Source: an optimization exercise on an open RTL-to-GDS flow (aim: small area and a short achievable clock period). Production flows keep margins and buffers that such runs may drop.
For this run, only the layout was checked, not whether the RTL still works.
Power and IR drop assume default switching activity.

--- design/flow/design.v ---
module reg_file_direct_backend #(
  parameter int unsigned REGISTER_WIDTH = 32,
  parameter int unsigned NUM_REGISTERS  = 24,
  parameter logic [NUM_REGISTERS*REGISTER_WIDTH-1:0] RESET_VALUES = {
    32'h0000_0000, 32'h0000_0000, 32'hFFFF_FFFF, 32'h0000_0000,
    32'h0000_0000, 32'h8000_0001, 32'h0000_0000, 32'h0000_0000,
    32'h0000_0000, 32'h0000_0000, 32'h0000_00FF, 32'h0000_0000,
    32'h0000_0000, 32'h0000_0000, 32'h0BAD_F00D, 32'h0000_0000,
    32'h0000_0000, 32'h0000_0000, 32'h0000_0000, 32'h0000_0000,
    32'hDEAD_BEEF, 32'h0000_0000, 32'h0000_0000, 32'h0000_0000
  },
  parameter logic [NUM_REGISTERS-1:0] RO_MASK = 24'h02_0012,
  parameter int unsigned ADDR_W = $clog2(NUM_REGISTERS)
) (
  input  logic                        clk,
  input  logic                        rst,
  input  logic [NUM_REGISTERS*REGISTER_WIDTH-1:0] write_data,
  input  logic [NUM_REGISTERS-1:0]    write_req,
  output logic [NUM_REGISTERS*REGISTER_WIDTH-1:0] read_data,
  input  logic                        bus_req,
  input  logic                        bus_we,
  input  logic [ADDR_W-1:0]           bus_addr,
  input  logic [REGISTER_WIDTH-1:0]   bus_wdata,
  input  logic [REGISTER_WIDTH/8-1:0] bus_wstrb,
  output logic                        bus_ack,
  output logic                        bus_err,
  output logic [REGISTER_WIDTH-1:0]   bus_rdata,
  output logic [NUM_REGISTERS-1:0]    reg_updated
);
  localparam int unsigned NUM_BYTES = REGISTER_WIDTH / 8;
  logic [NUM_REGISTERS-1:0][REGISTER_WIDTH-1:0] regs_q, regs_d;
  logic [NUM_REGISTERS-1:0]                     upd_q, upd_d;
  logic                                         resp_q;
  logic                                         err_q;
  logic [REGISTER_WIDTH-1:0]                    rdata_q, rdata_d;
  logic [NUM_REGISTERS-1:0] dsel;      
  logic [NUM_REGISTERS-1:0] asel;      
  logic [NUM_REGISTERS-1:0] bwr;       
  logic                     addr_ok;
  logic                     conflict;
  logic                     bus_wr;
  logic [NUM_REGISTERS-1:0] rsel;      
  assign read_data = regs_q;
  assign addr_ok   = (32'(bus_addr) < NUM_REGISTERS);
  assign dsel      = write_req & ~RO_MASK;
  assign bus_wr    = ~resp_q & bus_req & bus_we;
  always_comb begin
    for (int unsigned i = 0; i < NUM_REGISTERS; i++) begin
      asel[i] = (bus_addr == ADDR_W'(i));
      bwr[i]  = bus_wr & asel[i];
      rsel[i] = ~bus_we & asel[i];
    end
    conflict = |(asel & dsel);
  end
  for (genvar k = 0; k < REGISTER_WIDTH; k++) begin : g_rbit
    logic [NUM_REGISTERS-1:0] col;
    for (genvar i = 0; i < NUM_REGISTERS; i++) begin : g_col
      assign col[i] = regs_q[i][k];
    end
    reg_file_read_bit u_read (.sel(rsel), .col(col), .d(rdata_d[k]));
  end
  logic [NUM_REGISTERS-1:0][NUM_BYTES-1:0] bsel, hsel;
  always_comb begin
    for (int unsigned i = 0; i < NUM_REGISTERS; i++) begin
      for (int unsigned b = 0; b < NUM_BYTES; b++) begin
        bsel[i][b] = ~dsel[i] & bwr[i] & bus_wstrb[b];
        hsel[i][b] = ~dsel[i] & ~(bwr[i] & bus_wstrb[b]);
      end
    end
  end
  for (genvar i = 0; i < NUM_REGISTERS; i++) begin : g_reg
    for (genvar k = 0; k < REGISTER_WIDTH; k++) begin : g_bit
      if (RO_MASK[i]) begin : g_ro
        reg_file_bit_next_ro u_next (
          .bs (bsel[i][k/8]),
          .hs (hsel[i][k/8]),
          .bd (bus_wdata[k]),
          .q  (regs_q[i][k]),
          .d  (regs_d[i][k])
        );
      end else begin : g_rw
        reg_file_bit_next u_next (
          .ds (dsel[i]),
          .bs (bsel[i][k/8]),
          .hs (hsel[i][k/8]),
          .wd (write_data[i*REGISTER_WIDTH + k]),
          .bd (bus_wdata[k]),
          .q  (regs_q[i][k]),
          .d  (regs_d[i][k])
        );
      end
    end
  end
  assign upd_d = dsel | bwr;
  always_ff @(posedge clk or posedge rst) begin
    if (rst) begin
      regs_q <= RESET_VALUES;
      upd_q  <= '0;
      resp_q <= 1'b0;
    end else begin
      regs_q <= regs_d;
      upd_q  <= upd_d;
      resp_q <= ~resp_q & bus_req & ~(bus_we & addr_ok & conflict);
    end
  end
  always_ff @(posedge clk) begin
    err_q   <= ~addr_ok;
    rdata_q <= rdata_d;
  end
  assign bus_ack     = resp_q;
  assign bus_err     = err_q;
  assign bus_rdata   = rdata_q;
  assign reg_updated = upd_q;
endmodule
module reg_file_bit_next (
  input  logic ds,
  input  logic bs,
  input  logic hs,
  input  logic wd,
  input  logic bd,
  input  logic q,
  output logic d
);
  assign d = (ds & wd) | (bs & bd) | (hs & q);
endmodule
module reg_file_bit_next_ro (
  input  logic bs,
  input  logic hs,
  input  logic bd,
  input  logic q,
  output logic d
);
  assign d = (bs & bd) | (hs & q);
endmodule
module reg_file_read_bit (
  input  logic [23:0] sel,
  input  logic [23:0] col,
  output logic        d
);
  logic [7:0] grp_n;
  for (genvar g = 0; g < 8; g++) begin : g_grp
    reg_file_read_grp u_grp (.sel(sel[3*g +: 3]), .col(col[3*g +: 3]), .y_n(grp_n[g]));
  end
  assign d = ~&grp_n;
endmodule
module reg_file_read_grp (
  input  logic [2:0] sel,
  input  logic [2:0] col,
  output logic       y_n
);
  assign y_n = ~|(sel & col);
endmodule
--- design/flow/config.mk ---
export PLATFORM = sky130hd
export DESIGN_NAME = reg_file_direct_backend
export DESIGN_NICKNAME = reg_file_direct_backend
export VERILOG_FILES = /design/flow/design.v
export SDC_FILE = /design/flow/constraint.sdc
export NUM_CORES = 4
export LEC_CHECK = 0
export CAP_MARGIN = 20
export CORE_AREA = 5 5 455 455
export DIE_AREA = 0 0 460 460
export SLEW_MARGIN = 20
export SYNTH_HIERARCHICAL = 1
--- design/flow/constraint.sdc ---
create_clock -name core_clock -period 3.6 [get_ports {clk}]
set_input_delay 0.7200 -clock core_clock [delete_from_list [all_inputs] [get_ports {clk}]]
set_output_delay 0.7200 -clock core_clock [all_outputs]
set_load 0.01 [all_outputs]
--- design/flow/run.sh ---
#!/bin/bash
# synth_recipe.tcl (not shown) runs the flow's synth.tcl, then flattens the netlist and writes it again
# the make line also repeats each setting of config.mk as NAME=value (left out here)
make -C /OpenROAD-flow-scripts/flow DESIGN_CONFIG=/design/flow/config.mk WORK_HOME=/design/flow/orfs CLKGATE_MAP_FILE= SYNTH_SCRIPT=/design/flow/synth_recipe.tcl finish
==> summary.txt <==
Run status
  • Outcome: no timing/DRC/antenna violations

Timing
  • Final period utilization: 90.7%
  • Post-layout min period: ~3300 ps
  • Slew headroom: 15.3%
  • Final worst setup slack: 335 ps
  • Final Skew: 36.1 ps
  • Max Clk Rate: 306 MHz
  • Unrepaired setup endpoints after global routing: no
  • Slew Limit Fails: 0
  • Final hold violations: 0
  • Endpoints failing setup: 0
  • Actual slew at the worst max-slew pin: 1270 ps

Yosys
  • Synth unique cells: 44
  • EDFF count, synth: 0
  • Avg Cell Area, Syn: about 12 um^2
  • Yosys top cell area share: 49.4%
  • Largest cells by area after synthesis: dfrtp_1 49%, a222oi_1 26%, inv_1 7.0%
  • Netlist Area Pre-Place: 36100 um^2
  • Share of async-settable or async-resettable flops after synthesis: a little over nine tenths
  • Synth Register Bits: just over 800
  • Net Count, Synth: roughly 3.8k
  • Cells after synthesis: around 3.0k
  • Synth area leader: dfrtp_1
  • Warnings from Yosys: 7
  • Synth Flop Type: dfrtp_1
  • Post-synthesis sequential area ratio: 57.1%

Setup path
  • Crit path max-delay family: simple AND/OR/NAND/NOR gates
  • Cells along the critical path: clkdlybuf4s50_1 -> nor2_1 -> nand3_1 -> buf_4 -> nor2_4 -> a222oi_1 -> buf_4 -> nand4_1 -> or2_1
  • Critical path startpoint category: input port
  • Crit Path Category: in -> reg
  • Critical path's slowest cell: nor2_4
  • CP endpoint kind: flip-flop
  • Crit path DAT: around 4000 ps
  • Critical Path Most Common Cell: buf_4
  • Buf+Inv Stages, Crit Path: 3
  • Reg2Reg Setup Slack: 720 ps
  • Critical path peak fanout: 29
  • Max stage delay on crit path: around 930 ps
  • CP required: between 4000 and 5000 ps

Global routing
  • First-pass GRT wire length: ~490 mm
  • Tot GR Track Use: 35.5%
  • Largest net degree at the start of global routing: roughly 120
  • Initial antenna violation count: around 200
  • Vias in the first global route: approximately 42k
  • Total grt overflow: 0

CTS
  • # clock sinks: ~830
  • Clk root buf: clkbuf_16
  • CTS clk-pin slew, worst paths: roughly 60 ps
  • CTS tree: yes
  • Worst-skew pair later-pin latency: around 770 ps
  • Post-CTS Hold Fix Bufs: 0
  • Post-CTS resize count: 0
  • Setup Buffers After CTS: 0
  • Num CTS Buffers: around 100
  • Longest Clk Path Bufs: 3
  • H-tree depth: 3

Floorplan
  • Die Y: roughly 460 um
  • Die width: around 460 um
  • Core area: 202000 um^2
  • Area of the die: 212000 um^2
  • I/O pin cnt: around 1.7k
  • Initial Utilization: between 10% and 20%
  • Row count: about 170

Pwr
  • Pwr/cell area: around 470 nW/um^2
  • Sw frac: 32.6%
  • P_sw: about 9500 uW
  • Combinational Power Share: 21.3%
  • Sequential power share: just under 40%
  • Worst VDD drop: roughly 0.36 mV
  • Total power: 29200 uW
  • Clock share of power: ~39%
  • LEAKAGE: 0.0271 uW
  • Cell-internal power: just under 20000 uW

Placed design
  • Area after DPL: 58600 um^2
  • IO buf count: about 1.6k
  • Dpl hpwl: about 330 mm
  • Placed insts: about 7.6k
  • Pre-CTS WS: -310 ps
  • Routability cong.: approximately 1

Final layout
  • Non-Filler Instances: roughly 7.9k
  • NumNets Final: between 5k and 6k
  • Fin area: 62500 um^2
  • Commonest non-fill, non-tap cell in the layout: clkdlybuf4s50_1
  • Most frequent cells in the layout: 1533 x clkdlybuf4s50_1, 928 x a222oi_1, 712 x dfrtp_1
  • Fill cell count: between 20k and 25k
  • Fraction of layout cells with a size suffix above 1: between 10% and 20%
  • Area Overhead vs Synth: 73.2%
  • Final Core Density: a little under a third

Drt
  • Via count: around 46k
  • Drt first pass iters: 13
  • Via density: 5.84
  • DR iter-0 viols: between 10k and 15k
  • DR WL/cell: between 40 and 50 um
  • DRC: 0
  • ANT nets after route: 0
  • Drt total wl: 395 mm

Flow run
  • Max_cap viols: 0

Min path
  • Worst hold path class: in -> async
per-module statistics from Yosys (local to each module, per instance):
module                   copies in the design  cells  cell area (um^2)
reg_file_bit_next                         672      2              13.8
reg_file_bit_next_ro                       96      1              8.76
reg_file_direct_backend                     1   1209             22800
reg_file_read_bit                          32      3              18.8
reg_file_read_grp                         256      1              10.0
through the flow:
stage / hold slack, ps / TNS, ps
after global placement: 508 / -16040
after global routing: 394 / 0
after floorplan: 551 / -6044350
after detailed placement: 511 / -5680
final: 414 / 0
after CTS: 334 / 0
power by group through the flow:
stage	Clock, uW	Combinational, uW	Sequential [uW]
final	11400	6210	11500
after global routing	11900	6380	11500
after CTS	11600	6150	11400
after detailed placement	0	6120	11600
after global placement	0	6080	11600
after floorplan	0	1290	11200
sequential cells by signal, summed over array words and instances (netlist names):
name / cells
err_q: 1
rdata_q: 32
regs_q: 768
resp_q: 1
upd_q: 24
logic make-up (layout without fill, tap and decap cells):
group                  count (synthesis)  in the layout  share of synthesized area, %
flip-flops                           826            826                          57.1
buffers and inverters                711           2840                          7.52
AO/OA/AOI/OAI                       1121           1121                          29.5
other                                  0            109                             0
AND/OR/NAND/NOR                      337            337                          5.69
multiplexers                           6              6                         0.166
cells in the mapped netlist (20+ instances only):
cell type  count
a21oi_1       85
a222oi_1     928
a22o_1        96
and2_1        97
clkbuf_1      20
dfrtp_1      712
dfstp_2       81
dfxtp_1       33
inv_1        676
nand2_1       22
nand4_1       64
nor2_1        45
or2_1         38
per-layer routing:
metal	vias up	routed length [um]	global-route usage [%]
met5	-	673	0
met4	102	29500	23.0
met3	836	52300	14.7
met2	4247	170000	52.9
met1	24000	143000	42.0
li1	17000	-	-
layout make-up:
type | instances | area, um^2 | area share [%]
Antenna cell | 109 | 273 | 0.436
Clock buffer | 158 | 3110 | 4.97
Clock inverter | 38 | 505 | 0.809
Inverter | 676 | 2540 | 4.07
Multi-Input combinational cell | 1464 | 12900 | 20.7
Sequential cell | 826 | 20600 | 33.0
Tap cell | 2672 | 3340 | 5.35
Timing Repair Buffer | 1968 | 19200 | 30.7
tightest hold or removal path, delay by kind of cell:
family	cells	cell delay [ps]
buffers and inverters	3	770
final timing paths:
path / startpoint / end / cells after the start
max: bus_addr[4] / rdata_q[5]$_DFF_P_ / 9
min: rst / regs_q[753]$_DFF_PP0_ / 3
max reg2reg: resp_q$_DFF_PP0_ / regs_q[498]$_DFF_PP0_ / 8
min reg2reg: regs_q[150]$_DFF_PP0_ / regs_q[150]$_DFF_PP0_ / 1
max in group asynchronous: rst / regs_q[449]$_DFF_PP0_ / 4
min in group core_clock: regs_q[150]$_DFF_PP0_ / regs_q[150]$_DFF_PP0_ / 1

-- static timing again, ports no longer ideal --
How much do the figures lean on ideal ports? The routed layout below was timed once more, with nothing changed but the port constraints. Step 1: set_driving_cell puts a clkbuf_16 on clk and a buf_2 on each other input, an assumption about the parent block. Step 2 times the ports against the registers' clock, not the clock port: input delays grow and output delays shrink by t, the midpoint of the rising clock arrivals with the driver on. a / b / c = ideal ports / drivers / drivers and shift; a / b = the first two.
shift t [ns]: 0.839
slack for setup (ns): 0.335 / 0.271 / -0.568
worst register clock-pin slew, ns: 0.07 / 0.07
worst data-port slew with drivers (ns): 0.34
Met with ideal ports but missed after step 2: setup timing in this run. The setup slack of this run moves by -0.064 ns with the drivers and by -0.903 ns with both steps.
